Context: an optimization exercise on an open-source flow, tuned for small area, a short achievable clock period and few clock cycles. The choices shown serve that exercise and are no tape-out recipe.
Where RTL was checked, it was by simulation tests only, not by an equivalence proof against the original.
Only the layout flow was run in runs 1 and 2; the RTL was not checked for function there.

## flow/design.v (module list and top-level ports; edited modules follow where they fit)
// module feature_ram: 39 lines
// module conv_csa0: 1138 lines
// module conv_csa1: 894 lines
// module conv_csa2: 1283 lines
// module mac_array: 91 lines
// module layer_sequencer: 79 lines
// module conv_layer_top: 74 lines
module conv_layer_top (
  input  wire                                 clk,
  input  wire                                 reset,
  input  wire                                 ld_req,
  input  wire [4-1:0]              ld_addr,
  input  wire [4*16-1:0]  ld_data,
  input  wire                                 start_req,
  input  wire [4-1:0]              rd_addr,
  output logic                                ld_ack,
  output logic                                start_ack,
  output logic [4*16-1:0] rd_data
);
  // ...
==> flow/flow/run.sh <==
#!/bin/bash
set -euo pipefail
MARGIN=7
sed -e "s/ SETUP_SLACK_MARGIN=[0-9.]*//" -e "s/ \"\${@:-finish}\"/ SETUP_SLACK_MARGIN=${MARGIN} \"\${@:-finish}\"/" standard.sh > standard_margin.sh
grep -q "SETUP_SLACK_MARGIN=${MARGIN}" standard_margin.sh
bash standard_margin.sh > standard.log 2>&1
==> flow/standard.sh <==
#!/bin/bash
# synth_recipe.tcl (not shown) runs the flow's synth.tcl, then flattens the netlist and writes it again
# the make line also repeats each setting of config.mk as NAME=value (left out here)
make -C /OpenROAD-flow-scripts/flow DESIGN_CONFIG=/design/flow/config.mk WORK_HOME=/design/flow/orfs CLKGATE_MAP_FILE= SYNTH_SCRIPT=/design/flow/synth_recipe.tcl "${@:-finish}"
==> flow/config.mk <==
export PLATFORM = sky130hd
export DESIGN_NAME = conv_layer_top
export DESIGN_NICKNAME = conv_layer_top
export VERILOG_FILES = /design/flow/design.v
export SDC_FILE = /design/flow/constraint.sdc
export NUM_CORES = 4
export LEC_CHECK = 0
export ABC_CLOCK_PERIOD_IN_PS = 4000
export CAP_MARGIN = 20
export CORE_MARGIN = 2
export CORE_UTILIZATION = 40
export CTS_BUF_LIST = sky130_fd_sc_hd__clkbuf_4 sky130_fd_sc_hd__clkbuf_8
export PLACE_DENSITY = 0.6
export SETUP_SLACK_MARGIN = 5
export SLEW_MARGIN = 20
==> flow/constraint.sdc <==
create_clock -name core_clock -period 11.0 [get_ports {clk}]
set_input_delay 2.2000 -clock core_clock [delete_from_list [all_inputs] [get_ports {clk}]]
set_output_delay 2.2000 -clock core_clock [all_outputs]
set_load 0.01 [all_outputs]
==> summary.md, run 1 <==
| Metric | Value |
|---|---|
| Drt total wl | `423,000 µm` |
| R2R Path End | `u_mac.m_q[12]` |
| Setup TNS | `0 ns` |
| Main combinational cell family by area after synthesis | `adder cells` |
| Status | `complete, no violations` |
| Initial antenna violation count | `37` |
| DR WL/cell | `29.7 µm` |
| Clock skew | `0.163 ns` |
| DIE WIDTH | `571 µm` |
| Detail Placement HPWL | `270,000 µm` |
| Multi-input logic area | `44,500 µm²` |
| Via count | `79.6k` |
| RSZ-0062 raised after global routing | `true` |
| Post-synthesis mux area share | `0.688%` |
| Fin util | `46.8%` |
| Tap Count | `4,305` |
| Global route overflow | `0` |
| Gr busiest metal | `met2` |
| Register-to-Register Path Depth | `10` |
| Post-DP Area | `137,000 µm²` |
| Hold EP | `u_mac.s3[21]` |
| Area added between synthesis and finish | `16.5%` |
| Fmax | `251 MHz` |
| Most common cell in the synthesized netlist | `edfxtp_1` |
| Top reg by flops | `u_map.mem_u` |
| Max FFs per register | `1,152` |
| Count of multi-input gates | `4,609` |
| RePlAce Congestion | `0.895` |
==> run 2, diff against run 1 <==
==> flow/flow/run.sh (replaced) <==
#!/bin/bash
set -euo pipefail
MARGIN=8
sed -e "s/ SETUP_SLACK_MARGIN=[0-9.]*//" -e "s/ \"\${@:-finish}\"/ SETUP_SLACK_MARGIN=${MARGIN} \"\${@:-finish}\"/" standard.sh > standard_margin.sh
grep -q "SETUP_SLACK_MARGIN=${MARGIN}" standard_margin.sh
bash standard_margin.sh > standard.log 2>&1
==> run 2 against run 1 <==
Net effect: cell area is 7.5% higher; die area stayed put; global-route usage is 1.6 points higher; first-iteration DRC count is 4.5% higher; worst setup slack better by 0.070 ns; critical endpoint is now rd_data[7].
==> summary.md, run 2 <==
| Metric | Value |
|---|---|
| Status | `complete, no violations (unchanged)` |
| Starting Density | `40.1% (unchanged)` |
| CTS hold repair buffers | `0 (unchanged)` |
| CTS tree | `built (unchanged)` |
| Post-synth top cells | `edfxtp_1, inv_1, a22oi_1, dfxtp_1, fa_1 (unchanged)` |
| Most frequent cells in the layout | `edfxtp_1, a22oi_1, inv_1, dfxtp_1, clkbuf_8 (was edfxtp_1, inv_1, a22oi_1, dfxtp_1, ha_1)` |
| Site Rows | `208 (unchanged)` |
| Critical path fanouts, max | `2 (was 10)` |
| Max FFs per register | `1,152 (unchanged)` |
| Clk buf depth | `4 (unchanged)` |
| Worst setup path startpoint | `u_map.u_rdata[7] (was u_mac.c1_q[2])` |
| Mapped cell area | `129,000 µm² (unchanged)` |
| Fmax | `256 MHz (was 251 MHz)` |
| CP Class | `reg2out (was reg2reg)` |
| Max_cap viols | `0 (unchanged)` |
| Post-synth EDFFs | `2,176 (unchanged)` |
| Mapped Nets | `10.2k (unchanged)` |
| RSZ-0062 raised after global routing | `true (unchanged)` |
| Top cells by area, synth | `edfxtp_1, dfxtp_1, fa_1, ha_1, a22oi_1 (unchanged)` |
| Dpl cells | `13.2k (about the same)` |
| Clock latency on the worst-skew pair | `1.08 ns (was 1.16 ns)` |
| Flops & latches, synth | `2,975 (unchanged)` |
| Setup TNS | `0 ns (unchanged)` |
| FILL cells | `26.5k (was 27.9k)` |
| Layout cells sized above 1 | `29.1% (was 17.7%)` |
| Worst EP arrival | `1.71 ns (was 4.90 ns)` |
| Ys async rst share | `0% (unchanged)` |
| DR vias/cell | `5.66 (was 5.58)` |
| Period minus WS final | `3.91 ns (was 3.98 ns)` |
| First-pass GRT wire length | `625,000 µm (was 593,000 µm)` |
| Vias in the first global route | `83.9k (was 80.7k)` |
| Final ANT Viol Nets | `0 (unchanged)` |
| Synthesized netlist cell count | `8,842 (unchanged)` |
| Startpoint Class | `flip-flop (unchanged)` |
| Reg2Reg Setup Slack | `7.24 ns (was 7.02 ns)` |
| Final Cycle Share | `35.6% (was 36.2%)` |
| Global route overflow | `0 (unchanged)` |
| Worst-path clk slew | `0.06 ns (was 0.07 ns)` |
| # IOs | `142 (unchanged)` |
| Critical Path, Cell by Cell | `buf_6 (was ha_1 -> o21ai_0 -> o21ai_0 -> a311oi_2 -> o311a_1 -> o31ai_2 -> xnor2_1 -> nand2_1 -> nor2_1 -> o22ai_1)` |
| CP required | `8.80 ns (was 11.92 ns)` |
| Final-report max-slew violation count | `0 (unchanged)` |
| Crit-path leading delay family | `flip-flops (was compound AO/OA/AOI/OAI gates)` |
| Crit end category | `output port (was flip-flop)` |
| # DRC | `0 (unchanged)` |
| Detail Placement HPWL | `267,000 µm (was 270,000 µm)` |
| Pre-antenna DRT Iters | `8 (unchanged)` |
| CTS sink count | `2,975 (unchanged)` |
| Drt total wl | `453,000 µm (was 423,000 µm)` |
| Initial antenna violation count | `32 (was 37)` |
| HP Start | `u_mac.s1[59] (was u_mac.s2[21])` |
| Total core area | `320,000 µm² (unchanged)` |
| Worst min-delay path category | `reg2reg (unchanged)` |
| Commonest non-fill, non-tap cell in the layout | `edfxtp_1 (unchanged)` |
| DR WL/cell | `30.7 µm (was 29.7 µm)` |
| Slew @ Worst Pin | `1.26 ns (was 1.28 ns)` |
| RePlAce Congestion | `0.898 (was 0.895)` |
| Cell variety after synth | `90 (unchanged)` |
| Top reg by flops | `u_map.mem_u (unchanged)` |
| Die ar. | `326,000 µm² (unchanged)` |
| DIE WIDTH | `571 µm (unchanged)` |
| Area added between synthesis and finish | `25.3% (was 16.5%)` |
| Most common cell in the synthesized netlist | `edfxtp_1 (unchanged)` |
| Fin cells | `14.8k (was 14.3k)` |
| Synth top area share | `50.8% (unchanged)` |
| CTS root buffer | `clkbuf_8 (unchanged)` |
| Layout net count | `11.4k (was 10.9k)` |
| Most used DFF post-synth | `edfxtp_1 (unchanged)` |
| Slew margin rel. | `15.7% (was 14.2%)` |
| Via count | `83.5k (was 79.6k)` |
| Reg-to-Reg Start | `u_map.u_rdata[0] (was u_mac.c1_q[2])` |
| CP peak stage delay | `0.50 ns (was 0.54 ns)` |
| Sequential area share after synthesis | `63.3% (unchanged)` |
| GRT Overall Usage | `27.2% (was 25.6%)` |
| Largest net degree at the start of global routing | `65 (was 66)` |
| Largest regs | `u_map.mem_u: 1152 flops, u_map.mem_m: 960 flops, u_mac.c0_q: 149 flops (unchanged)` |
| Buf+Inv Stages, Crit Path | `1 (was 0)` |
| Final Hold Fails | `0 (unchanged)` |
| Clock skew | `0.0979 ns (was 0.163 ns)` |
| Final setup viols | `0 (unchanged)` |
| Port Buffers | `141 (unchanged)` |
| Num CTS Buffers | `469 (was 463)` |
| Area leader, netlist | `edfxtp_1 (unchanged)` |
| Mean Syn Cell Area | `14.5 µm² (unchanged)` |
| Initial DRC count | `10.0k (was 9,598)` |
| H-tree Lvls | `5 (unchanged)` |
| Slowest cell on the critical path | `dfxtp_4 (was o21ai_0)` |
| Synthesis Warnings | `3 (unchanged)` |
| Height of the die | `571 µm (unchanged)` |
run 2: cell counts after synthesis:
Identical to the previous run, type by type.
run 2: logic make-up (layout without fill, tap and decap cells):
group | after synthesis | count (layout) | share of synthesized area (%)
other cells | 0 | 10 | 0
flops | 2975 | 2975 | 63.3
mux | 77 | 77 | 0.688
simple gates | 1273 | 1286 | 4.68
xor+xnor | 208 | 210 | 1.42
fa+ha+maj | 1281 | 1281 | 16.2
compound gates | 1766 | 1770 | 9.99
buf+inv | 1262 | 2847 | 3.76
run 2: timing repair:
action                                  in CTS  in global routing
endpoints found under the setup margin    1772               1231
cloned                                      50                  5
resized for setup                         1682                505
buffers inserted                           460                158
pin swaps                                  308                314
run 2: through the flow:
step                hold slack [ns]  area [µm²]  setup WS, ns  util, %
floorplan                     0.310      130000          6.71        -
global placement              0.310      138000          4.12     43.0
detailed placement            0.312      138000          4.32     43.0
CTS                           0.275      158000          7.05     49.2
global route                  0.299      161000          7.08     50.3
finish                        0.288      161000          7.09     50.3
run 2: cell type report:
type | instances | area, µm² | area share [%]
Sequential cell | 2975 | 81700 | 50.7
Multi-Input combinational cell | 4624 | 48600 | 30.2
Timing Repair Buffer | 1007 | 11200 | 6.95
Clock buffer | 716 | 8750 | 5.43
Tap cell | 4305 | 5390 | 3.34
Inverter | 961 | 3710 | 2.30
Clock inverter | 163 | 1700 | 1.05
Antenna cell | 10 | 25.0 | 0.0155
run 2: final timing paths:
kind	cells past startpoint	to
worst max register to register	19	u_mac.s1[10]
worst min register to register	0	u_mac.s2[59]
worst min-delay path	0	u_mac.s2[59]
worst max-delay path	1	rd_data[7]
run 2: metal layers:
metal	share of wire, %	vias to the layer above	track usage (%)
met5	0.022	-	0
met4	6.4	18	14.1
met3	10	1142	5.53
met2	46	4740	43.4
met1	38	42900	35.0
li1	-	34800	-
==> module feature_ram, before the edit <==
module feature_ram (
  input  wire                       clk,
  input  wire                       m_we,
  input  wire [4-1:0]    m_waddr,
  input  wire [59:0]                m_wdata,
  input  wire                       u_we,
  input  wire [4-1:0]    u_waddr,
  input  wire [71:0]                u_wdata,
  input  wire [4-1:0]    m_raddr,
  output logic [59:0]               m_rdata,
  input  wire [4-1:0]    u_raddr,
  input  wire                       u_raw,     
  output logic [71:0]               u_rdata    
);
  logic [59:0] mem_m [0:16-1];
  logic [71:0] mem_u [0:16-1];
  logic [71:0] u_mux;
  always_ff @(posedge clk) begin
    if (m_we) mem_m[m_waddr] <= m_wdata;
    if (u_we) mem_u[u_waddr] <= u_wdata;
    for (int i = 0; i < 4; i++) begin
      u_rdata[i*18+16 +: 2] <= u_mux[i*18+16 +: 2];
      if (!u_raw && !u_mux[i*18+17] && (u_mux[i*18+16] || u_mux[i*18+15]))
        u_rdata[i*18 +: 16] <= 16'h7fff;
      else if (!u_raw && u_mux[i*18+17] && !(u_mux[i*18+16] && u_mux[i*18+15]))
        u_rdata[i*18 +: 16] <= 16'h8000;
      else
        u_rdata[i*18 +: 16] <= u_mux[i*18 +: 16];
    end
  end
  always_comb begin
    u_mux   = '0;
    m_rdata = '0;
    for (int k = 0; k < 16; k++) begin
      u_mux   = u_mux   | (mem_u[k] & {72{u_raddr == 4'(k)}});
      m_rdata = m_rdata | (mem_m[k] & {60{m_raddr == 4'(k)}});
    end
  end
endmodule
==> module mac_array, before the edit <==
module mac_array (
  input  wire                         clk,
  input  wire                         reset,
  input  wire                         ld_we,      
  input  wire [4-1:0]      ld_addr,
  input  wire [63:0]                  ld_data,
  input  wire                         m_ld,       
  input  wire                         inject,     
  input  wire [4-1:0]      rc_pos,
  input  wire [59:0]                  rc_m,       
  input  wire [71:0]                  rc_u,       
  input  wire                         zero_s,     
  input  wire                         skip_sel,   
  output logic                        busy,       
  output logic                        m_we,
  output logic [4-1:0]     m_waddr,
  output logic [59:0]                 m_wdata,
  output logic                        u_we,
  output logic [4-1:0]     u_waddr,
  output logic [71:0]                 u_wdata
);
  localparam int L = 4;
  logic [159:0] c0_q, c1_q, c2_q;
  logic [59:0]  y0_q, m_q;
  logic [63:0]  s1, s2, s3;
  logic [3:0]   a0, a1, a2, a3, a4;
  logic         v0, v1, v2, v3, v4;
  logic [63:0]  x_in, y0_x, m_x, s_in;
  logic [159:0] c0_d, c1_d, c2_d;
  logic [59:0]  y0_d, m_d;
  logic [71:0]  u_d;
  logic [63:0]  skip_rec;
  function automatic logic [14:0] relu_clamp(logic [19:0] t);
    if (t[19])             relu_clamp = 15'd0;
    else if (|t[18:17])    relu_clamp = 15'h7fff;
    else                   relu_clamp = t[16:2];
  endfunction
  for (genvar i = 0; i < L; i++) begin : g_lane
    logic [19:0] t0, t1, t2;
    logic [17:0] rec;
    assign t0 = c0_q[i*40 +: 20] + c0_q[i*40+20 +: 20];
    assign t1 = c1_q[i*40 +: 20] + c1_q[i*40+20 +: 20];
    assign t2 = c2_q[i*40 +: 20] + c2_q[i*40+20 +: 20];
    assign y0_d[i*15 +: 15] = relu_clamp(t0);
    assign m_d[i*15 +: 15]  = relu_clamp(t1);
    assign u_d[i*18 +: 18]  = t2[19:2];
    assign y0_x[i*16 +: 16] = {1'b0, y0_q[i*15 +: 15]};
    assign m_x[i*16 +: 16]  = {1'b0, m_q[i*15 +: 15]};
    assign x_in[i*16 +: 16] = inject ? m_x[i*16 +: 16] : ld_data[i*16 +: 16];
    assign rec = {rc_u[i*18 +: 16], 2'b00} - c2_q[i*40 +: 18] - c2_q[i*40+20 +: 18] + 18'd3;
    assign skip_rec[i*16 +: 16] = rec[17:2];
  end
  assign s_in = zero_s ? '0 : s3;
  conv_csa0 u_s0 (.x(x_in), .r(c0_d));
  conv_csa1 u_s1 (.x(y0_x), .r(c1_d));
  conv_csa2 u_s2 (.x(m_x),  .a(s_in), .r(c2_d));
  always_ff @(posedge clk) begin
    if (ld_we)         s1 <= ld_data;
    else if (skip_sel) s1 <= skip_rec;
    a0   <= inject ? rc_pos : ld_addr;
    c0_q <= c0_d;
    y0_q <= y0_d;
    c1_q <= c1_d;
    m_q  <= m_ld ? rc_m : m_d;
    c2_q <= c2_d;
    s2   <= s1;
    s3   <= s2;
    a1 <= a0;
    a2 <= a1;
    a3 <= a2;
    a4 <= a3;
  end
  always_ff @(posedge clk) begin
    if (reset) begin
      {v0, v1, v2, v3, v4} <= '0;
    end else begin
      v0 <= ld_we || inject;
      v1 <= v0;
      v2 <= v1;
      v3 <= v2;
      v4 <= v3;
    end
  end
  assign busy    = v0 || v1 || v2 || v3;
  assign m_we    = v3;
  assign m_waddr = a3;
  assign m_wdata = m_q;
  assign u_we    = v4;
  assign u_waddr = a4;
  assign u_wdata = u_d;
endmodule
==> module layer_sequencer, before the edit <==
module layer_sequencer (
  input  wire                       clk,
  input  wire                       reset,
  input  wire                       ld_req,
  input  wire [4-1:0]    ld_addr,
  input  wire                       start_req,
  input  wire                       busy,
  output logic                      ld_ack,
  output logic                      start_ack,
  output logic                      ld_we,
  output logic                      m_ld,
  output logic                      inject,
  output logic                      zero_s,
  output logic                      skip_sel,
  output logic                      slow,
  output logic [4-1:0]   rc_pos
);
  localparam logic [1:0] IDLE = 2'd0;
  localparam logic [1:0] RUN  = 2'd1;
  localparam logic [1:0] DONE = 2'd2;
  logic [1:0]   state;
  logic [2:0]   ph;
  logic [4-1:0] pos;
  logic [16-1:0]  pending;
  logic         finish;
  logic         advance;
  assign ld_we = ld_req && !ld_ack;
  always_ff @(posedge clk) begin
    if (reset) ld_ack <= 1'b0;
    else       ld_ack <= ld_req;
  end
  assign m_ld     = (state == RUN) && (ph == 3'd0) && !pending[pos];
  assign inject   = (state == RUN) && (ph == 3'd1);
  assign zero_s   = (state == RUN) && (ph == 3'd1);
  assign skip_sel = (state == RUN) && (ph == 3'd2);
  assign advance  = (state == RUN) && ((ph == 3'd0 && pending[pos]) || ph == 3'd6);
  assign finish   = ((state == IDLE) && start_req && !busy && (&pending)) ||
                    (advance && pos == 4'(16 - 1));
  assign slow     = (state == RUN);
  assign rc_pos   = pos;
  always_ff @(posedge clk) begin
    if (reset) begin
      state     <= IDLE;
      start_ack <= 1'b0;
      pending   <= '0;
      ph        <= '0;
      pos       <= '0;
    end else begin
      if (ld_we) pending[ld_addr] <= 1'b1;
      case (state)
        IDLE: begin
          ph  <= '0;
          pos <= '0;
          if (start_req && !busy && !(&pending)) state <= RUN;
        end
        RUN: begin
          if (advance) begin
            ph  <= '0;
            pos <= pos + 1'b1;
          end else begin
            ph <= ph + 1'b1;
          end
        end
        DONE: begin
          if (!start_req) begin
            state     <= IDLE;
            start_ack <= 1'b0;
          end
        end
        default: state <= IDLE;
      endcase
      if (finish) begin
        state     <= DONE;
        start_ack <= 1'b1;
        pending   <= '0;
      end
    end
  end
endmodule
==> module conv_layer_top, before the edit <==
module conv_layer_top (
  input  wire                                 clk,
  input  wire                                 reset,
  input  wire                                 ld_req,
  input  wire [4-1:0]              ld_addr,
  input  wire [4*16-1:0]  ld_data,
  input  wire                                 start_req,
  input  wire [4-1:0]              rd_addr,
  output logic                                ld_ack,
  output logic                                start_ack,
  output logic [4*16-1:0] rd_data
);
  logic        ld_we, m_ld, inject, zero_s, skip_sel, slow, busy;
  logic [3:0]  rc_pos;
  logic        m_we, u_we;
  logic [3:0]  m_waddr, u_waddr;
  logic [59:0] m_wdata, m_rdata;
  logic [71:0] u_wdata, u_rdata;
  layer_sequencer u_seq (
    .clk       (clk),
    .reset     (reset),
    .ld_req    (ld_req),
    .ld_addr   (ld_addr),
    .start_req (start_req),
    .busy      (busy),
    .ld_ack    (ld_ack),
    .start_ack (start_ack),
    .ld_we     (ld_we),
    .m_ld      (m_ld),
    .inject    (inject),
    .zero_s    (zero_s),
    .skip_sel  (skip_sel),
    .slow      (slow),
    .rc_pos    (rc_pos)
  );
  mac_array u_mac (
    .clk      (clk),
    .reset    (reset),
    .ld_we    (ld_we),
    .ld_addr  (ld_addr),
    .ld_data  (ld_data),
    .m_ld     (m_ld),
    .inject   (inject),
    .rc_pos   (rc_pos),
    .rc_m     (m_rdata),
    .rc_u     (u_rdata),
    .zero_s   (zero_s),
    .skip_sel (skip_sel),
    .busy     (busy),
    .m_we     (m_we),
    .m_waddr  (m_waddr),
    .m_wdata  (m_wdata),
    .u_we     (u_we),
    .u_waddr  (u_waddr),
    .u_wdata  (u_wdata)
  );
  feature_ram u_map (
    .clk     (clk),
    .m_we    (m_we),
    .m_waddr (m_waddr),
    .m_wdata (m_wdata),
    .u_we    (u_we),
    .u_waddr (u_waddr),
    .u_wdata (u_wdata),
    .m_raddr (rc_pos),
    .m_rdata (m_rdata),
    .u_raddr (slow ? rc_pos : rd_addr),
    .u_raw   (slow),
    .u_rdata (u_rdata)
  );
  for (genvar i = 0; i < 4; i++) begin : g_out
    assign rd_data[i*16 +: 16] = u_rdata[i*18 +: 16];
  end
endmodule
==> run 3, diff against run 2 <==
--- a/flow/design.v
+++ b/flow/design.v
@@ -9,5 +9,5 @@
   input  wire [4-1:0]    u_waddr,
   input  wire [71:0]                u_wdata,
-  input  wire [4-1:0]    m_raddr,
+  input  wire [16-1:0]     m_rsel,    
   output logic [59:0]               m_rdata,
   input  wire [4-1:0]    u_raddr,
@@ -32,9 +32,9 @@
   end
   always_comb begin
-    u_mux   = '0;
+    u_mux   = u_wdata & {72{u_we && u_raddr == u_waddr}};
     m_rdata = '0;
     for (int k = 0; k < 16; k++) begin
-      u_mux   = u_mux   | (mem_u[k] & {72{u_raddr == 4'(k)}});
-      m_rdata = m_rdata | (mem_m[k] & {60{m_raddr == 4'(k)}});
+      u_mux   = u_mux   | (mem_u[k] & {72{u_raddr == 4'(k) && !(u_we && u_waddr == 4'(k))}});
+      m_rdata = m_rdata | (mem_m[k] & {60{m_rsel[k]}});
     end
   end
@@ -3375,4 +3375,5 @@
   input  wire                         skip_sel,   
   output logic                        busy,       
+  output logic                        busy_rd,    
   output logic                        m_we,
   output logic [4-1:0]     m_waddr,
@@ -3383,7 +3384,9 @@
 );
   localparam int L = 4;
-  logic [159:0] c0_q, c1_q, c2_q;
+  logic [159:0] c0_q;
+  logic [115:0] c1_q, c2_q;
+  logic [115:0] c1_p, c2_p;
   logic [59:0]  y0_q, m_q;
-  logic [63:0]  s1, s2, s3;
+  logic [63:0]  s1, s2;         
   logic [3:0]   a0, a1, a2, a3, a4;
   logic         v0, v1, v2, v3, v4;
@@ -3393,4 +3396,12 @@
   logic [71:0]  u_d;
   logic [63:0]  skip_rec;
+  function automatic logic [28:0] half_add(logic [19:0] a, logic [19:0] b);
+    logic [10:0] lo;
+    lo = {1'b0, a[9:0]} + {1'b0, b[9:0]};
+    half_add = {b[19:10], a[19:10], lo[10], lo[9:2]};
+  endfunction
+  function automatic logic [17:0] half_rest(logic [28:0] p);
+    half_rest = {p[18:9] + p[28:19] + {9'd0, p[8]}, p[7:0]};
+  endfunction
   function automatic logic [14:0] relu_clamp(logic [19:0] t);
     if (t[19])             relu_clamp = 15'd0;
@@ -3399,19 +3410,20 @@
   endfunction
   for (genvar i = 0; i < L; i++) begin : g_lane
-    logic [19:0] t0, t1, t2;
-    logic [17:0] rec;
+    logic [19:0] t0;
+    logic [17:0] t1, t2;    
     assign t0 = c0_q[i*40 +: 20] + c0_q[i*40+20 +: 20];
-    assign t1 = c1_q[i*40 +: 20] + c1_q[i*40+20 +: 20];
-    assign t2 = c2_q[i*40 +: 20] + c2_q[i*40+20 +: 20];
+    assign t1 = half_rest(c1_q[i*29 +: 29]);
+    assign t2 = half_rest(c2_q[i*29 +: 29]);
+    assign c1_p[i*29 +: 29] = half_add(c1_d[i*40 +: 20], c1_d[i*40+20 +: 20]);
+    assign c2_p[i*29 +: 29] = half_add(c2_d[i*40 +: 20], c2_d[i*40+20 +: 20]);
     assign y0_d[i*15 +: 15] = relu_clamp(t0);
-    assign m_d[i*15 +: 15]  = relu_clamp(t1);
-    assign u_d[i*18 +: 18]  = t2[19:2];
+    assign m_d[i*15 +: 15]  = relu_clamp({t1, 2'b00});
+    assign u_d[i*18 +: 18]  = t2;
     assign y0_x[i*16 +: 16] = {1'b0, y0_q[i*15 +: 15]};
     assign m_x[i*16 +: 16]  = {1'b0, m_q[i*15 +: 15]};
     assign x_in[i*16 +: 16] = inject ? m_x[i*16 +: 16] : ld_data[i*16 +: 16];
-    assign rec = {rc_u[i*18 +: 16], 2'b00} - c2_q[i*40 +: 18] - c2_q[i*40+20 +: 18] + 18'd3;
-    assign skip_rec[i*16 +: 16] = rec[17:2];
+    assign skip_rec[i*16 +: 16] = rc_u[i*18 +: 16] - t2[15:0];
   end
-  assign s_in = zero_s ? '0 : s3;
+  assign s_in = zero_s ? '0 : s2;
   conv_csa0 u_s0 (.x(x_in), .r(c0_d));
   conv_csa1 u_s1 (.x(y0_x), .r(c1_d));
@@ -3423,9 +3435,8 @@
     c0_q <= c0_d;
     y0_q <= y0_d;
-    c1_q <= c1_d;
+    c1_q <= c1_p;
     m_q  <= m_ld ? rc_m : m_d;
-    c2_q <= c2_d;
-    s2   <= s1;
-    s3   <= s2;
+    c2_q <= c2_p;
+    if (v1) s2 <= s1;
     a1 <= a0;
     a2 <= a1;
@@ -3444,5 +3455,6 @@
     end
   end
-  assign busy    = v0 || v1 || v2 || v3;
+  assign busy    = v0 || v1 || v2 || v3 || v4;
+  assign busy_rd = v0 || v1 || v2;
   assign m_we    = v3;
   assign m_waddr = a3;
@@ -3462,4 +3474,5 @@
   input  wire                       start_req,
   input  wire                       busy,
+  input  wire                       busy_rd,
   output logic                      ld_ack,
   output logic                      start_ack,
@@ -3470,5 +3483,6 @@
   output logic                      skip_sel,
   output logic                      slow,
-  output logic [4-1:0]   rc_pos
+  output logic [4-1:0]   rc_pos,
+  output logic [16-1:0]    rc_sel      
 );
   localparam logic [1:0] IDLE = 2'd0;
@@ -3478,7 +3492,9 @@
   logic [2:0]   ph;
   logic [4-1:0] pos;
+  logic [16-1:0]  pos_oh;
   logic [16-1:0]  pending;
   logic         finish;
   logic         advance;
+  logic         iss, iss_d;    
   assign ld_we = ld_req && !ld_ack;
   always_ff @(posedge clk) begin
@@ -3487,12 +3503,22 @@
   end
   assign m_ld     = (state == RUN) && (ph == 3'd0) && !pending[pos];
-  assign inject   = (state == RUN) && (ph == 3'd1);
-  assign zero_s   = (state == RUN) && (ph == 3'd1);
-  assign skip_sel = (state == RUN) && (ph == 3'd2);
+  assign inject   = iss;
+  assign zero_s   = iss;
+  assign skip_sel = iss_d;
   assign advance  = (state == RUN) && ((ph == 3'd0 && pending[pos]) || ph == 3'd6);
-  assign finish   = ((state == IDLE) && start_req && !busy && (&pending)) ||
+  assign finish   = ((state == IDLE) && start_req && !busy_rd && (&pending)) ||
                     (advance && pos == 4'(16 - 1));
   assign slow     = (state == RUN);
   assign rc_pos   = pos;
+  assign rc_sel   = pos_oh;
+  always_ff @(posedge clk) begin
+    if (reset) begin
+      iss   <= 1'b0;
+      iss_d <= 1'b0;
+    end else begin
+      iss   <= m_ld;
+      iss_d <= iss;
+    end
+  end
   always_ff @(posedge clk) begin
     if (reset) begin
@@ -3502,16 +3528,19 @@
       ph        <= '0;
       pos       <= '0;
+      pos_oh    <= 16'(1);
     end else begin
       if (ld_we) pending[ld_addr] <= 1'b1;
       case (state)
         IDLE: begin
-          ph  <= '0;
-          pos <= '0;
+          ph     <= '0;
+          pos    <= '0;
+          pos_oh <= 16'(1);
           if (start_req && !busy && !(&pending)) state <= RUN;
         end
         RUN: begin
           if (advance) begin
-            ph  <= '0;
-            pos <= pos + 1'b1;
+            ph     <= '0;
+            pos    <= pos + 1'b1;
+            pos_oh <= {pos_oh[16-2:0], pos_oh[16-1]};
           end else begin
             ph <= ph + 1'b1;
@@ -3549,6 +3578,7 @@
   output logic [4*16-1:0] rd_data
 );
-  logic        ld_we, m_ld, inject, zero_s, skip_sel, slow, busy;
+  logic        ld_we, m_ld, inject, zero_s, skip_sel, slow, busy, busy_rd;
   logic [3:0]  rc_pos;
+  logic [15:0] rc_sel;
   logic        m_we, u_we;
   logic [3:0]  m_waddr, u_waddr;
@@ -3562,4 +3592,5 @@
     .start_req (start_req),
     .busy      (busy),
+    .busy_rd   (busy_rd),
     .ld_ack    (ld_ack),
     .start_ack (start_ack),
@@ -3570,5 +3601,6 @@
     .skip_sel  (skip_sel),
     .slow      (slow),
-    .rc_pos    (rc_pos)
+    .rc_pos    (rc_pos),
+    .rc_sel    (rc_sel)
   );
   mac_array u_mac (
@@ -3586,4 +3618,5 @@
     .skip_sel (skip_sel),
     .busy     (busy),
+    .busy_rd  (busy_rd),
     .m_we     (m_we),
     .m_waddr  (m_waddr),
@@ -3601,5 +3634,5 @@
     .u_waddr (u_waddr),
     .u_wdata (u_wdata),
-    .m_raddr (rc_pos),
+    .m_rsel  (rc_sel),
     .m_rdata (m_rdata),
     .u_raddr (slow ? rc_pos : rd_addr),
==> flow/flow/run.sh (replaced) <==
#!/bin/bash
set -euo pipefail
MARGIN=7
sed -e "s/ SETUP_SLACK_MARGIN=[0-9.]*//" -e "s/ \"\${@:-finish}\"/ SETUP_SLACK_MARGIN=${MARGIN} \"\${@:-finish}\"/" standard.sh > standard_margin.sh
grep -q "SETUP_SLACK_MARGIN=${MARGIN}" standard_margin.sh
bash standard_margin.sh > standard.log 2>&1
==> run 3 against run 2 <==
Net effect: sequential cell count down 125; area after synthesis down 3.4%; highest routed layer unchanged.
==> summary.md, run 3 <==
| Metric | Value |
|---|---|
| WHS Path Cells | `0 (unchanged)` |
| Max FFs per register | `1,152 (unchanged)` |
| Post-synth top cells | `edfxtp_1, inv_1, dfxtp_1, fa_1, ha_1 (was edfxtp_1, inv_1, a22oi_1, dfxtp_1, fa_1)` |
| Drt total wl | `417,000 µm (was 453,000 µm)` |
| # DRC | `0 (unchanged)` |
| RePlAce Congestion | `0.891 (was 0.898)` |
| Final ANT Viol Nets | `0 (unchanged)` |
| Total core area | `309,000 µm² (was 320,000 µm²)` |
| Detail Placement HPWL | `249,000 µm (was 267,000 µm)` |
| DIE WIDTH | `561 µm (was 571 µm)` |
| Reg-to-Reg Start | `u_mac.v4 (was u_map.u_rdata[0])` |
| Met3 Wirelength | `41,200 µm (was 45,200 µm)` |
| Starting Density | `40.2% (was 40.1%)` |
| Startpoint Class | `input port (was flip-flop)` |
| H-tree Lvls | `5 (unchanged)` |
| Ys async rst share | `0% (unchanged)` |
| Slowest cell on the critical path | `clkdlybuf4s50_1 (was dfxtp_4)` |
| Clk buf depth | `4 (unchanged)` |
| CTS tree | `built (unchanged)` |
| Post-Synth XOR/XNOR Area | `1.40% (was 1.42%)` |
| DR WL/cell | `30.9 µm (was 30.7 µm)` |
| Crit-path leading delay family | `adder cells (was flip-flops)` |
| CP Class | `in2reg (was reg2out)` |
| Worst min-delay path category | `reg2reg (unchanged)` |
| Clock latency on the worst-skew pair | `1.07 ns (was 1.08 ns)` |
| GRT Overall Usage | `26.0% (was 27.2%)` |
| Buf+Inv Stages, Crit Path | `3 (was 1)` |
| Mapped Nets | `9,520 (was 10.2k)` |
| Slew @ Worst Pin | `1.14 ns (was 1.26 ns)` |
| Max_cap viols | `0 (unchanged)` |
| Worst path depth | `8 (was 1)` |
| Synth Area in Adders | `14.7% (was 16.2%)` |
| Fin util | `46.9% (was 50.3%)` |
| CP required | `11.96 ns (was 8.80 ns)` |
| Status | `complete, no violations (unchanged)` |
| CTS root buffer | `clkbuf_8 (unchanged)` |
| Most frequent cells in the layout | `edfxtp_1, inv_1, fa_1, clkbuf_8, dfxtp_1 (was edfxtp_1, a22oi_1, inv_1, dfxtp_1, clkbuf_8)` |
| Synth top area share | `54.1% (was 50.8%)` |
| Largest regs | `u_map.mem_u: 1152 flops, u_map.mem_m: 960 flops, u_mac.c0_q: 149 flops (unchanged)` |
| Layout net count | `10.2k (was 11.4k)` |
| Most common cell in the synthesized netlist | `edfxtp_1 (unchanged)` |
| Mapped cell area | `124,000 µm² (was 129,000 µm²)` |
| Flops & latches, synth | `2,850 (was 2,975)` |
| CP peak stage delay | `0.60 ns (was 0.50 ns)` |
| Slew margin rel. | `23.7% (was 15.7%)` |
| Global route overflow | `0 (unchanged)` |
| Period minus WS final | `4.01 ns (was 3.91 ns)` |
| Num CTS Buffers | `451 (was 469)` |
| DR top layer | `met5 (unchanged)` |
| Port Buffers | `141 (unchanged)` |
| Top cells by area, synth | `edfxtp_1, dfxtp_1, fa_1, ha_1, inv_1 (was edfxtp_1, dfxtp_1, fa_1, ha_1, a22oi_1)` |
| Sequential area share after synthesis | `64.0% (was 63.3%)` |
| Simple-gate area share of the yosys netlist | `4.23% (was 4.68%)` |
| Critical path fanouts, max | `4 (was 2)` |
| Post-synth EDFFs | `2,240 (was 2,176)` |
| Synthesis Warnings | `3 (unchanged)` |
| Cell variety after synth | `80 (was 90)` |
| Largest net degree at the start of global routing | `63 (was 65)` |
| Area added between synthesis and finish | `16.6% (was 25.3%)` |
| Commonest non-fill, non-tap cell in the layout | `edfxtp_1 (unchanged)` |
| First-pass GRT wire length | `583,000 µm (was 625,000 µm)` |
| Top reg by flops | `u_map.mem_u (unchanged)` |
| Critical Path, Cell by Cell | `clkdlybuf4s50_1 -> mux2i_4 -> inv_2 -> fa_1 -> ha_2 -> fa_1 -> inv_1 -> fa_2 (was buf_6)` |
| Final setup viols | `0 (unchanged)` |
| Multi-input logic area | `41,400 µm² (was 48,600 µm²)` |
| Mean Syn Cell Area | `14.9 µm² (was 14.5 µm²)` |
| Initial DRC count | `9,299 (was 10.0k)` |
| Worst-path clk slew | `0.06 ns (about the same)` |
| Metal2 WL | `195,000 µm (was 209,000 µm)` |
| # IOs | `142 (unchanged)` |
| Via count | `77.7k (was 83.5k)` |
| Hold EP | `u_mac.a2[2] (was u_mac.s2[59])` |
| Setup TNS | `0 ns (unchanged)` |
| Met1 wire length | `154,000 µm (was 170,000 µm)` |
| CTS sink count | `2,850 (was 2,975)` |
| Sequential Area | `79,800 µm² (was 81,700 µm²)` |
| Site Rows | `204 (was 208)` |
| HP Start | `u_mac.a1[2] (was u_mac.s1[59])` |
| Worst EP arrival | `4.97 ns (was 1.71 ns)` |
| Initial antenna violation count | `34 (was 32)` |
| Reg2Reg Setup Slack | `7.03 ns (was 7.24 ns)` |
| Post-synthesis compound-gate area fraction | `11.0% (was 9.99%)` |
| Register-to-Register Path Depth | `12 (was 19)` |
| Main combinational cell family by area after synthesis | `adder cells (unchanged)` |
| Final-report max-slew violation count | `0 (unchanged)` |
| Height of the die | `561 µm (was 571 µm)` |
| Final Cycle Share | `36.4% (was 35.6%)` |
| Die ar. | `315,000 µm² (was 326,000 µm²)` |
| Vias in the first global route | `79.3k (was 83.9k)` |
| DR vias/cell | `5.75 (was 5.66)` |
| Layout cells sized above 1 | `17.5% (was 29.1%)` |
| Crit end category | `flip-flop (was output port)` |
| Clock skew | `0.0905 ns (was 0.0979 ns)` |
| R2R Path End | `u_map.u_rdata[61] (was u_mac.s1[10])` |
| RSZ-0062 raised after global routing | `true (unchanged)` |
| Post-synthesis mux area share | `0.633% (was 0.688%)` |
| Area leader, netlist | `edfxtp_1 (unchanged)` |
| Fmax | `250 MHz (was 256 MHz)` |
| Synthesized netlist cell count | `8,339 (was 8,842)` |
| Most common cell on crit path | `fa_1` |
| Final Hold Fails | `0 (unchanged)` |
| Most used DFF post-synth | `edfxtp_1 (unchanged)` |
| Pre-antenna DRT Iters | `6 (was 8)` |
| FILL cells | `27.0k (was 26.5k)` |
run 3: cell types whose count changed after synthesis, sizes merged, moves of 132 or more:
| cell | change |
|---|---|
| a22o | +305 |
| a221oi | +253 |
| a22oi | -492 |
| nand2 | -215 |
| dfxtp | -189 |
| ha | -132 |
run 3: what timing repair did:
action | in CTS | in global routing
setup endpoints to repair | 285 | 87
gates resized for setup | 441 | 98
pin swaps | 28 | 32
setup buffers | 139 | 34
hold buffers | 0 | 0
cloned | 27 | 3
run 3: layer usage:
| layer | GRT usage (%) | vias to the layer above |
|---|---|---|
| li1 | - | 32500 |
| met1 | 32.4 | 39700 |
| met2 | 42.5 | 4471 |
| met3 | 5.40 | 1013 |
| met4 | 14.5 | 20 |
| met5 | 0 | - |
run 3: logic make-up after synthesis:
| kind of cell | after synthesis |
|---|---|
| AOI/OAI and AO/OA | 1811 |
| and+or+nand+nor | 1002 |
| adders and majority gates | 1105 |
| buffers and inverters | 1301 |
| muxes | 72 |
| xor gates and xnor gates | 198 |
| DFF | 2850 |
run 3: layout make-up:
| class | count | share of cell area [%] |
|---|---|---|
| clock inverters | 137 | 0.745 |
| flip-flops and latches | 2850 | 55.1 |
| repair buffers | 520 | 3.54 |
| inverters | 966 | 2.58 |
| diodes | 15 | 0.0259 |
| multi-input cells | 4209 | 28.6 |
| well taps | 4120 | 3.56 |
| clock buffers | 700 | 5.92 |
run 3: worst max-delay path by stage:
| stage | startpoint | slack (ns) | to |
|---|---|---|---|
| finish | ld_data[9] | 6.99 | u_mac.c0_q[71] |
| global route | u_mac.c2_q[0] | 6.92 | u_mac.s1[14] |
| CTS | u_mac.y0_q[3] | 6.92 | u_mac.c1_q[35] |
| detailed placement | rd_addr[0] | 4.22 | u_map.u_rdata[58] |
| global placement | rd_addr[0] | 4.19 | u_map.u_rdata[57] |
| floorplan | ld_data[21] | 6.69 | u_mac.c0_q[66] |
run 3: per-stage QoR:
stage	instance area, µm²	instances	hold WS [ns]	worst slack [ns]
finish	145000	13500	0.318	6.99
detailed placement	132000	12500	0.313	4.22
global placement	132000	12500	0.318	4.19
global route	145000	13500	0.328	6.92
floorplan	125000	8339	0.310	6.69
CTS	144000	13500	0.316	6.92
Testbench counts of run 3, summed over its fixed seeds: cycles 3,264.
==> run 4, diff against run 3 <==
--- a/flow/config.mk
+++ b/flow/config.mk
@@ -10,5 +10,7 @@
 export CORE_MARGIN = 2
 export CORE_UTILIZATION = 40
-export CTS_BUF_LIST = sky130_fd_sc_hd__clkbuf_4 sky130_fd_sc_hd__clkbuf_8
+export CTS_BUF_LIST = sky130_fd_sc_hd__clkbuf_8 sky130_fd_sc_hd__clkbuf_16
+export CTS_CLUSTER_DIAMETER = 60
+export CTS_CLUSTER_SIZE = 20
 export PLACE_DENSITY = 0.6
 export SETUP_SLACK_MARGIN = 5
==> run 4 against run 3 <==
Net effect: count of clock-buffer cells in the layout fell by 492; routed wire length fell by 0.81%; non-clock buffer count fell by 12; die area did not move; critical path type unchanged; largest cell class unchanged; highest routed layer unchanged.
==> summary.md, run 4 <==
| Metric | Value |
|---|---|
| Critical Path, Cell by Cell | `clkdlybuf4s50_1 -> mux2i_4 -> ha_4 -> fa_2 -> inv_1 -> fa_1 -> inv_1 -> fa_2 (was clkdlybuf4s50_1 -> mux2i_4 -> inv_2 -> fa_1 -> ha_2 -> fa_1 -> inv_1 -> fa_2)` |
| Initial antenna violation count | `37 (was 34)` |
| Slowest cell on the critical path | `clkdlybuf4s50_1 (unchanged)` |
| Crit end category | `flip-flop (unchanged)` |
| Port Buffers | `141 (unchanged)` |
| Final setup viols | `0 (unchanged)` |
| RePlAce Congestion | `0.891 (unchanged)` |
| Fin cells | `13.0k (was 13.5k)` |
| Top reg by flops | `u_map.mem_u (unchanged)` |
| Die ar. | `315,000 µm² (unchanged)` |
| Worst setup path startpoint | `ld_data[19] (was ld_data[9])` |
| Synth top area share | `54.1% (unchanged)` |
| Largest net degree at the start of global routing | `63 (unchanged)` |
| Dpl cells | `12.5k (unchanged)` |
| Setup TNS | `0 ns (unchanged)` |
| Starting Density | `40.2% (unchanged)` |
| Via count | `76.4k (was 77.7k)` |
| Slew @ Worst Pin | `1.15 ns (was 1.14 ns)` |
| Mapped Nets | `9,520 (unchanged)` |
| Period minus WS final | `4.02 ns (was 4.01 ns)` |
| Initial DRC count | `9,441 (was 9,299)` |
| Vias in the first global route | `76.6k (was 79.3k)` |
| Max_cap viols | `0 (unchanged)` |
| Post-synth EDFFs | `2,240 (unchanged)` |
| Total core area | `309,000 µm² (unchanged)` |
| Layout cells sized above 1 | `12.5% (was 17.5%)` |
| Worst EP arrival | `4.77 ns (was 4.97 ns)` |
| Reg-to-Reg Start | `u_mac.m_q[31] (was u_mac.v4)` |
| Max FFs per register | `1,152 (unchanged)` |
| DR vias/cell | `5.86 (was 5.75)` |
| Worst min-delay path category | `reg2reg (unchanged)` |
| Synthesized netlist cell count | `8,339 (unchanged)` |
| Detail Placement HPWL | `249,000 µm (unchanged)` |
| Global route overflow | `0 (unchanged)` |
| Final-report max-slew violation count | `0 (unchanged)` |
| Critical path fanouts, max | `4 (unchanged)` |
| Drt total wl | `414,000 µm (was 417,000 µm)` |
| Startpoint Class | `input port (unchanged)` |
| Pre-antenna DRT Iters | `6 (unchanged)` |
| DR WL/cell | `31.7 µm (was 30.9 µm)` |
| Clock latency on the worst-skew pair | `0.97 ns (was 1.07 ns)` |
| Largest regs | `u_map.mem_u: 1152 flops, u_map.mem_m: 960 flops, u_mac.c0_q: 149 flops (unchanged)` |
| Clock skew | `0.100 ns (was 0.0905 ns)` |
| CTS root buffer | `clkbuf_16 (was clkbuf_8)` |
| Layout net count | `9,918 (was 10.2k)` |
| CTS sink count | `2,850 (unchanged)` |
| Final Cycle Share | `36.5% (was 36.4%)` |
| Final ANT Viol Nets | `0 (unchanged)` |
| Crit-path leading delay family | `adder cells (unchanged)` |
| H-tree Lvls | `4 (was 5)` |
| Post-synth top cells | `edfxtp_1, inv_1, dfxtp_1, fa_1, ha_1 (unchanged)` |
| Sequential area share after synthesis | `64.0% (unchanged)` |
| Area leader, netlist | `edfxtp_1 (unchanged)` |
| Final Hold Fails | `0 (unchanged)` |
| Site Rows | `204 (unchanged)` |
| Mean Syn Cell Area | `14.9 µm² (unchanged)` |
| Most frequent cells in the layout | `edfxtp_1, inv_1, fa_1, dfxtp_1, ha_1 (was edfxtp_1, inv_1, fa_1, clkbuf_8, dfxtp_1)` |
| Status | `complete, no violations (unchanged)` |
| Mapped cell area | `124,000 µm² (unchanged)` |
| Ys async rst share | `0% (unchanged)` |
| CP peak stage delay | `0.47 ns (was 0.60 ns)` |
| First-pass GRT wire length | `574,000 µm (was 583,000 µm)` |
| FILL cells | `27.1k (was 27.0k)` |
| HP Start | `u_mac.a2[0] (was u_mac.a1[2])` |
| CTS tree | `built (unchanged)` |
| Slew margin rel. | `23.1% (was 23.7%)` |
| Most used DFF post-synth | `edfxtp_1 (unchanged)` |
| Worst-path clk slew | `0.08 ns (was 0.06 ns)` |
| CP Class | `in2reg (unchanged)` |
| Clk buf depth | `4 (unchanged)` |
| Height of the die | `561 µm (unchanged)` |
| # DRC | `0 (unchanged)` |
| Top cells by area, synth | `edfxtp_1, dfxtp_1, fa_1, ha_1, inv_1 (unchanged)` |
| CP required | `11.76 ns (was 11.96 ns)` |
| RSZ-0062 raised after global routing | `true (unchanged)` |
| Cell variety after synth | `80 (unchanged)` |
| Commonest non-fill, non-tap cell in the layout | `edfxtp_1 (unchanged)` |
| Num CTS Buffers | `202 (was 451)` |
| Synthesis Warnings | `3 (unchanged)` |
| # IOs | `142 (unchanged)` |
| Buf+Inv Stages, Crit Path | `3 (unchanged)` |
| DIE WIDTH | `561 µm (unchanged)` |
| GRT Overall Usage | `25.7% (was 26.0%)` |
| Flops & latches, synth | `2,850 (unchanged)` |
| Most common cell in the synthesized netlist | `edfxtp_1 (unchanged)` |
| Fmax | `249 MHz (was 250 MHz)` |
| Area added between synthesis and finish | `14.0% (was 16.6%)` |
## run 4: cell counts after synthesis
No cell type changed its count.
## run 4: per-stage QoR
step | util [%] | hold slack [ns] | setup WS, ns | instance area, µm²
global route | 45.8 | 0.332 | 6.95 | 142000
CTS | 45.6 | 0.331 | 6.91 | 141000
floorplan | - | 0.310 | 6.69 | 125000
finish | 45.9 | 0.328 | 6.98 | 142000
detailed placement | 42.8 | 0.313 | 4.22 | 132000
global placement | 42.8 | 0.318 | 4.19 | 132000
## run 4: metal layers
layer	share of wire [%]	vias up	GRT usage, %	wire length (µm)
met1	37	39300	32.4	153000
met2	47	4374	42.4	196000
met3	9.6	875	4.77	39900
met5	0.024	-	0	101
li1	-	31800	-	-
met4	6.0	16	13.2	24700
## run 4: layout make-up
cell class	instances	area (µm²)	area share, %
clock inverter	154	1260	0.890
tap	4120	5150	3.64
clock buffer	208	5150	3.64
sequential	2850	79800	56.3
timing repair buffer	508	5090	3.59
multi-input combinational	4209	41400	29.2
inverter	966	3720	2.63
antenna	21	52.6	0.0371
## run 4: final timing paths
check	end	slack, ns	cells past startpoint
worst min-delay path	u_mac.a3[0]	0.33	0
worst min register to register	u_mac.a3[0]	0.33	0
worst max-delay path	u_mac.c0_q[65]	6.98	8
worst max register to register	u_mac.c2_q[64]	7.06	16
## run 4: cell families (layout without fill, tap and decap cells)
| kind of cell | count (synthesis) | after routing | share of synthesized area (%) |
|---|---|---|---|
| DFF | 2850 | 2850 | 64.0 |
| AOI/OAI and AO/OA | 1811 | 1811 | 11.0 |
| buffers and inverters | 1301 | 1836 | 4.06 |
| adders and majority gates | 1105 | 1105 | 14.7 |
| and+or+nand+nor | 1002 | 1023 | 4.23 |
| xor gates and xnor gates | 198 | 198 | 1.40 |
| muxes | 72 | 72 | 0.633 |
| other | 0 | 21 | 0 |
## run 4: repair_timing
item / CTS / global route
pin swaps: 29 / 28
hold buffers: 0 / 0
buffers inserted: 132 / 27
cloned: 26 / 7
resized for setup: 403 / 94
endpoints found under the setup margin: 291 / 98
==> run 5, diff against run 4 <==
--- a/flow/config.mk
+++ b/flow/config.mk
@@ -6,4 +6,5 @@
 export NUM_CORES = 4
 export LEC_CHECK = 0
+export ABC_AREA = 1
 export ABC_CLOCK_PERIOD_IN_PS = 4000
 export CAP_MARGIN = 20
==> run 5 against run 4 <==
Net effect: still clean; area after synthesis up 4.0%; register-to-register slack worse by 0.06 ns; sequential share of layout area decreased by 2.3 points; largest cell class unchanged; critical endpoint is now u_mac.c0_q[75]; die area is 3.9% higher.
==> summary.md, run 5 <==
| Metric | Value |
|---|---|
| Final Hold Fails | `0 (unchanged)` |
| Ys async rst share | `0% (unchanged)` |
| Cell variety after synth | `52 (was 80)` |
| Layout cells sized above 1 | `10.1% (was 12.5%)` |
| Most common cell on crit path | `fa_1` |
| DIE WIDTH | `572 µm (was 561 µm)` |
| Worst-path clk slew | `0.08 ns (about the same)` |
| Area added between synthesis and finish | `14.3% (was 14.0%)` |
| CTS hold repair buffers | `0 (unchanged)` |
| Final Cycle Share | `36.7% (was 36.5%)` |
| Site Rows | `208 (was 204)` |
| RePlAce Congestion | `0.954 (was 0.891)` |
| PnR worst setup slack | `6.97 ns (was 6.98 ns)` |
| CTS tree | `built (unchanged)` |
| CP Class | `in2reg (unchanged)` |
| Most used DFF post-synth | `edfxtp_1 (unchanged)` |
| Initial DRC count | `10.2k (was 9,441)` |
| Startpoint Class | `input port (unchanged)` |
| Initial antenna violation count | `34 (was 37)` |
| Flops & latches, synth | `2,850 (unchanged)` |
| Fin Hold WS | `0.327 ns (was 0.328 ns)` |
| Vias in the first global route | `84.3k (was 76.6k)` |
| Post-synth EDFFs | `2,240 (unchanged)` |
| Slowest cell on the critical path | `fa_1 (was clkdlybuf4s50_1)` |
| FILL cells | `29.1k (was 27.1k)` |
| Max FFs per register | `1,152 (unchanged)` |
| Synthesis Warnings | `3 (unchanged)` |
| Status | `complete, no violations (unchanged)` |
| Clock skew | `0.0733 ns (was 0.100 ns)` |
| Slew margin rel. | `19.8% (was 23.1%)` |
| Post-synth top cells | `nand2_1, edfxtp_1, inv_1, dfxtp_1, fa_1 (was edfxtp_1, inv_1, dfxtp_1, fa_1, ha_1)` |
| Top reg by flops | `u_map.mem_u (unchanged)` |
| Starting Density | `40.2% (about the same)` |
| CTS sink count | `2,850 (unchanged)` |
| Largest regs | `u_map.mem_u: 1152 flops, u_map.mem_m: 960 flops, u_mac.c0_q: 149 flops (unchanged)` |
| Final ANT Viol Nets | `0 (unchanged)` |
| CTS root buffer | `clkbuf_16 (unchanged)` |
| GRT Overall Usage | `25.9% (was 25.7%)` |
| Period minus WS final | `4.03 ns (was 4.02 ns)` |
| RSZ-0062 raised after global routing | `true (unchanged)` |
| Crit-path leading delay family | `adder cells (unchanged)` |
| Commonest non-fill, non-tap cell in the layout | `nand2_1 (was edfxtp_1)` |
| Pre-antenna DRT Iters | `6 (unchanged)` |
| Final setup viols | `0 (unchanged)` |
| CP required | `11.76 ns (about the same)` |
| Layout net count | `12.7k (was 9,918)` |
| Mapped cell area | `129,000 µm² (was 124,000 µm²)` |
| Synthesized netlist cell count | `11.1k (was 8,339)` |
| Setup TNS | `0 ns (unchanged)` |
| Crit end category | `flip-flop (unchanged)` |
| Num CTS Buffers | `206 (was 202)` |
| Mean Syn Cell Area | `11.7 µm² (was 14.9 µm²)` |
| First-pass GRT wire length | `605,000 µm (was 574,000 µm)` |
| Max_cap viols | `0 (unchanged)` |
| Final-report max-slew violation count | `0 (unchanged)` |
| Clk buf depth | `4 (unchanged)` |
| CP peak stage delay | `0.50 ns (was 0.47 ns)` |
| Most common cell in the synthesized netlist | `nand2_1 (was edfxtp_1)` |
| Worst EP arrival | `4.80 ns (was 4.77 ns)` |
| Critical Path, Cell by Cell | `dlygate4sd2_1 -> o21ai_4 -> inv_2 -> fa_1 -> ha_1 -> fa_1 -> inv_1 -> fa_1 (was clkdlybuf4s50_1 -> mux2i_4 -> ha_4 -> fa_2 -> inv_1 -> fa_1 -> inv_1 -> fa_2)` |
| Global route overflow | `0 (unchanged)` |
| Sequential area share after synthesis | `61.5% (was 64.0%)` |
| # IOs | `142 (unchanged)` |
| # DRC | `0 (unchanged)` |
| DR vias/cell | `5.40 (was 5.86)` |
| Mapped Nets | `12.3k (was 9,520)` |
| H-tree Lvls | `4 (unchanged)` |
| Largest net degree at the start of global routing | `63 (unchanged)` |
| Slew @ Worst Pin | `1.20 ns (was 1.15 ns)` |
| Total core area | `321,000 µm² (was 309,000 µm²)` |
| Buf+Inv Stages, Crit Path | `3 (unchanged)` |
| Critical path fanouts, max | `4 (unchanged)` |
| Port Buffers | `141 (unchanged)` |
| Worst min-delay path category | `reg2reg (unchanged)` |
| Height of the die | `572 µm (was 561 µm)` |
| Area leader, netlist | `edfxtp_1 (unchanged)` |
| Clock latency on the worst-skew pair | `0.96 ns (was 0.97 ns)` |
| Via count | `86.3k (was 76.4k)` |
| Pre-CTS WS | `4.66 ns (was 4.22 ns)` |
| Die ar. | `328,000 µm² (was 315,000 µm²)` |
| Top cells by area, synth | `edfxtp_1, dfxtp_1, fa_1, nand2_1, ha_1 (was edfxtp_1, dfxtp_1, fa_1, ha_1, inv_1)` |
| Most frequent cells in the layout | `nand2_1, edfxtp_1, inv_1, fa_1, dfxtp_1 (was edfxtp_1, inv_1, fa_1, dfxtp_1, ha_1)` |
| Synth top area share | `52.1% (was 54.1%)` |
| Drt total wl | `434,000 µm (was 414,000 µm)` |
| Fmax | `248 MHz (was 249 MHz)` |
| Detail Placement HPWL | `278,000 µm (was 249,000 µm)` |
| DR WL/cell | `27.2 µm (was 31.7 µm)` |
| Dpl cells | `15.4k (was 12.5k)` |
| Fin cells | `16.0k (was 13.0k)` |
-- run 5: worst paths after layout --
kind                          to          from  slack [ns]  cells past startpoint
setup / recovery  u_mac.c0_q[75]   ld_data[13]        6.97                      8
hold / removal       u_mac.a1[2]   u_mac.a0[2]        0.33                      0
setup reg to reg   u_mac.c2_q[7]  u_mac.m_q[3]        7.00                     13
hold reg to reg      u_mac.a1[2]   u_mac.a0[2]        0.33                      0
-- run 5: logic make-up after synthesis --
logic type	Yosys count	synth area share, %
muxes	1	0.00775
DFF	2850	61.5
AOI/OAI and AO/OA	864	3.80
buffers and inverters	1613	4.79
and+or+nand+nor	4464	14.5
adders and majority gates	1105	14.2
xor gates and xnor gates	175	1.19
-- run 5: cell type report --
cell class                      instances  area, µm²  share of cell area, %
Clock buffer                          214       5310                   3.60
Clock inverter                        169       1580                   1.07
Antenna cell                            9       22.5                 0.0153
Tap cell                             4305       5390                   3.65
Sequential cell                      2850      79700                   54.0
Multi-Input combinational cell       6613      45200                   30.6
Inverter                             1292       5040                   3.41
Timing Repair Buffer                  524       5340                   3.61
Timing Repair inverter                  4       35.0                 0.0237
-- run 5: what timing repair did --
item,4_1_cts,5_1_grt
endpoints found under the setup margin,300,111
cloned,14,13
setup buffers,87,91
pin swaps,47,45
gates resized for setup,417,202
-- run 5: metal layers --
| metal | part of all wire [%] | up-vias | global-route usage (%) |
|---|---|---|---|
| met3 | 8.4 | 760 | 3.26 |
| li1 | - | 37900 | - |
| met2 | 47 | 4135 | 42.9 |
| met1 | 39 | 43500 | 34.2 |
| met5 | 0.013 | - | 0 |
| met4 | 5.0 | 10 | 11.2 |
-- run 5: metrics by stage --
step | cell area (µm²) | util [%]
global route | 148000 | 46.0
detailed placement | 137000 | 42.6
CTS | 146000 | 45.4
finish | 148000 | 46.0
floorplan | 130000 | -
global placement | 137000 | 42.6
==> run 6, diff against run 5 <==
--- a/flow/config.mk
+++ b/flow/config.mk
@@ -6,13 +6,12 @@
 export NUM_CORES = 4
 export LEC_CHECK = 0
-export ABC_AREA = 1
 export ABC_CLOCK_PERIOD_IN_PS = 4000
 export CAP_MARGIN = 20
 export CORE_MARGIN = 2
-export CORE_UTILIZATION = 40
+export CORE_UTILIZATION = 60
 export CTS_BUF_LIST = sky130_fd_sc_hd__clkbuf_8 sky130_fd_sc_hd__clkbuf_16
 export CTS_CLUSTER_DIAMETER = 60
 export CTS_CLUSTER_SIZE = 20
-export PLACE_DENSITY = 0.6
+export PLACE_DENSITY = 0.72
 export SETUP_SLACK_MARGIN = 5
 export SLEW_MARGIN = 20
==> run 6 against run 5 <==
Net effect: sequential share of layout area up 3.0 points; register-to-register slack better by 0.03 ns; routed wire length down 9.8%; synthesized cell count down 25%; critical path type unchanged; largest cell class unchanged; highest routed layer unchanged.
==> summary.md, run 6 <==
| Metric | Value |
|---|---|
| CTS tree | `built (unchanged)` |
| Vias in the first global route | `77.5k (was 84.3k)` |
| Most used DFF post-synth | `edfxtp_1 (unchanged)` |
| Multi-input logic area | `41,300 µm² (was 45,200 µm²)` |
| Sequential area share after synthesis | `64.0% (was 61.5%)` |
| Dpl cells | `11.0k (was 15.4k)` |
| Area added between synthesis and finish | `12.5% (was 14.3%)` |
| Global route overflow | `0 (unchanged)` |
| CTS sink count | `2,850 (unchanged)` |
| CP Class | `in2reg (unchanged)` |
| Max FFs per register | `1,152 (unchanged)` |
| H-tree Lvls | `4 (unchanged)` |
| Starting Density | `60.2% (was 40.2%)` |
| Site Rows | `167 (was 208)` |
| Fin cells | `11.6k (was 16.0k)` |
| Worst EP arrival | `4.87 ns (was 4.80 ns)` |
| Slew @ Worst Pin | `1.27 ns (was 1.20 ns)` |
| Mean Syn Cell Area | `14.9 µm² (was 11.7 µm²)` |
| Status | `complete, no violations (unchanged)` |
| Layout cells sized above 1 | `12.5% (was 10.1%)` |
| Post-synth top cells | `edfxtp_1, inv_1, dfxtp_1, fa_1, ha_1 (was nand2_1, edfxtp_1, inv_1, dfxtp_1, fa_1)` |
| Startpoint Class | `input port (unchanged)` |
| Fmax | `247 MHz (was 248 MHz)` |
| # IOs | `142 (unchanged)` |
| Synthesis Warnings | `3 (unchanged)` |
| First-pass GRT wire length | `550,000 µm (was 605,000 µm)` |
| Total core area | `206,000 µm² (was 321,000 µm²)` |
| Slew margin rel. | `15.6% (was 19.8%)` |
| Cell variety after synth | `80 (was 52)` |
| Via count | `77.4k (was 86.3k)` |
| Max_cap viols | `0 (unchanged)` |
| DIE WIDTH | `459 µm (was 572 µm)` |
| CP required | `11.81 ns (was 11.76 ns)` |
| Sequential Area | `79,700 µm² (about the same)` |
| Period minus WS final | `4.05 ns (was 4.03 ns)` |
| Critical path fanouts, max | `4 (unchanged)` |
| Fin Hold WS | `0.330 ns (was 0.327 ns)` |
| Drt total wl | `391,000 µm (was 434,000 µm)` |
| RePlAce Congestion | `0.940 (was 0.954)` |
| Top cells by area, synth | `edfxtp_1, dfxtp_1, fa_1, ha_1, inv_1 (was edfxtp_1, dfxtp_1, fa_1, nand2_1, ha_1)` |
| Fin area | `140,000 µm² (was 148,000 µm²)` |
| Setup TNS | `0 ns (unchanged)` |
| R2R Path End | `u_mac.c2_q[65] (was u_mac.c2_q[7])` |
| Post-synth EDFFs | `2,240 (unchanged)` |
| Worst min-delay path category | `reg2reg (unchanged)` |
| Crit end category | `flip-flop (unchanged)` |
| Mapped cell area | `124,000 µm² (was 129,000 µm²)` |
| Pre-antenna DRT Iters | `8 (was 6)` |
| Layout net count | `9,928 (was 12.7k)` |
| Mapped Nets | `9,520 (was 12.3k)` |
| DR vias/cell | `6.65 (was 5.40)` |
| CTS root buffer | `clkbuf_16 (unchanged)` |
| Final Hold Fails | `0 (unchanged)` |
| Largest net degree at the start of global routing | `65 (was 63)` |
| Clk buf depth | `3 (was 4)` |
| Most common cell in the synthesized netlist | `edfxtp_1 (was nand2_1)` |
| GRT Overall Usage | `37.0% (was 25.9%)` |
| Final setup viols | `0 (unchanged)` |
| Area leader, netlist | `edfxtp_1 (unchanged)` |
| FILL cells | `14.0k (was 29.1k)` |
| Initial DRC count | `10.8k (was 10.2k)` |
| Height of the die | `459 µm (was 572 µm)` |
| Largest regs | `u_map.mem_u: 1152 flops, u_map.mem_m: 960 flops, u_mac.c0_q: 149 flops (unchanged)` |
| RSZ-0062 raised after global routing | `true (unchanged)` |
| Most frequent cells in the layout | `edfxtp_1, inv_1, fa_1, dfxtp_1, ha_1 (was nand2_1, edfxtp_1, inv_1, fa_1, dfxtp_1)` |
| Crit path to | `u_mac.c0_q[70] (was u_mac.c0_q[75])` |
| Final Cycle Share | `36.8% (was 36.7%)` |
## run 6: cell types whose count changed in the layout (fill, tap and decap cells not counted), sizes merged, moves of 63 or more
cell	before	now
a21oi	318	244
nand4	374	178
inv	1380	1065
nor2	459	250
nand3	462	103
nand2b	0	87
o21a	7	81
mux2i	1	64
o21ai	349	171
a22o	42	407
nand2	3029	124
a221oi	22	345
nor2b	0	68
a22oi	0	342
## run 6: area by class of cell
| type | instances | share of cell area, % |
|---|---|---|
| diodes | 22 | 0.0394 |
| clock inverters | 153 | 0.920 |
| flip-flops and latches | 2850 | 57.0 |
| well taps | 2704 | 2.42 |
| repair buffers | 534 | 3.73 |
| inverters | 966 | 2.69 |
| clock buffers | 204 | 3.58 |
| multi-input cells | 4205 | 29.6 |
## run 6: timing repair
item                                    CTS  global route
endpoints found under the setup margin  287           105
resized for setup                       351           102
buffers inserted                        140            51
gates cloned                             25             4
pin swaps                                32            30
## run 6: logic make-up (layout without fill, tap and decap cells)
kind of cell / after synthesis / after routing / share of synthesized area, %
other: 0 / 22 / 0
buffers and inverters: 1301 / 1857 / 4.06
AOI/OAI and AO/OA: 1811 / 1811 / 11.0
DFF: 2850 / 2850 / 64.0
xor gates and xnor gates: 198 / 198 / 1.40
adders and majority gates: 1105 / 1105 / 14.7
muxes: 72 / 72 / 0.633
and+or+nand+nor: 1002 / 1019 / 4.23
## run 6: worst min path at each step
stage | depth (start not counted) | from | endpoint | slack (ns)
6_report | 0 | u_mac.a1[0] | u_mac.a2[0] | 0.33
2_1_floorplan | 0 | u_mac.a0[0] | u_mac.a1[0] | 0.31
3_3_place_gp | 0 | u_mac.a0[3] | u_mac.a1[3] | 0.32
5_1_grt | 0 | u_mac.a1[2] | u_mac.a2[2] | 0.34
3_5_place_dp | 0 | u_mac.a1[1] | u_mac.a2[1] | 0.31
4_1_cts | 0 | u_mac.a1[1] | u_mac.a2[1] | 0.33
## run 6: routing by layer
layer / up-vias / GRT usage (%) / wire length [µm]
met5: - / 0 / 94
met4: 16 / 27.6 / 35900
met3: 1305 / 8.94 / 44700
met2: 5311 / 57.5 / 178000
met1: 38900 / 45.4 / 133000
li1: 31800 / - / -
## run 6: through the flow
| step | setup slack [ns] | utilization (%) |
|---|---|---|
| after floorplan | 6.69 | - |
| after global placement | 4.45 | 63.1 |
| after detailed placement | 4.47 | 63.1 |
| after CTS | 6.91 | 67.3 |
| after global routing | 6.89 | 67.7 |
| final | 6.95 | 67.7 |
## run 6: worst max-delay path, cell delays in order
cell	delay, ns
dlygate4sd2_1	0.56
mux2i_4	0.16
buf_4	0.20
fa_1	0.49
ha_2	0.20
fa_1	0.50
inv_1	0.05
fa_2	0.50

==> static timing again, ports no longer ideal <==
The flow's constraints put no driver on any port. The routed layouts listed below were extracted and timed again, unchanged, in two steps. Step 1 assumes that a clkbuf_16 drives the clock port and a buf_2 every other input. Step 2 moves the port delays by t, midway between the first and last clock arrival at a register: inputs arrive t later, outputs are due t later. That takes back most of the time a late clock gives input paths. Three values: ideal ports, drivers, drivers and shift; two values: the first two.
| run | shift t [ns] | slack for setup (ns) | slew at the worst register clock pin (ns) |
|---|---|---|---|
| run 1 | 1.176 | 7.019 / 6.931 / 5.804 | 0.07 / 0.07 |
| run 2 | 1.127 | 7.089 / 6.994 / 6.155 | 0.08 / 0.08 |
| run 3 | 1.137 | 6.994 / 6.938 / 5.851 | 0.07 / 0.07 |
| run 4 | 1.007 | 6.985 / 6.936 / 5.929 | 0.09 / 0.09 |
| run 5 | 1.026 | 6.968 / 6.926 / 6.001 | 0.09 / 0.09 |
| run 6 | 0.954 | 6.947 / 7.000 / 6.047 | 0.09 / 0.09 |
After both steps setup and hold are still met in every run listed. The setup slack of run 1, which loses most, moves by -0.088 ns with the drivers and by -1.215 ns with both steps.
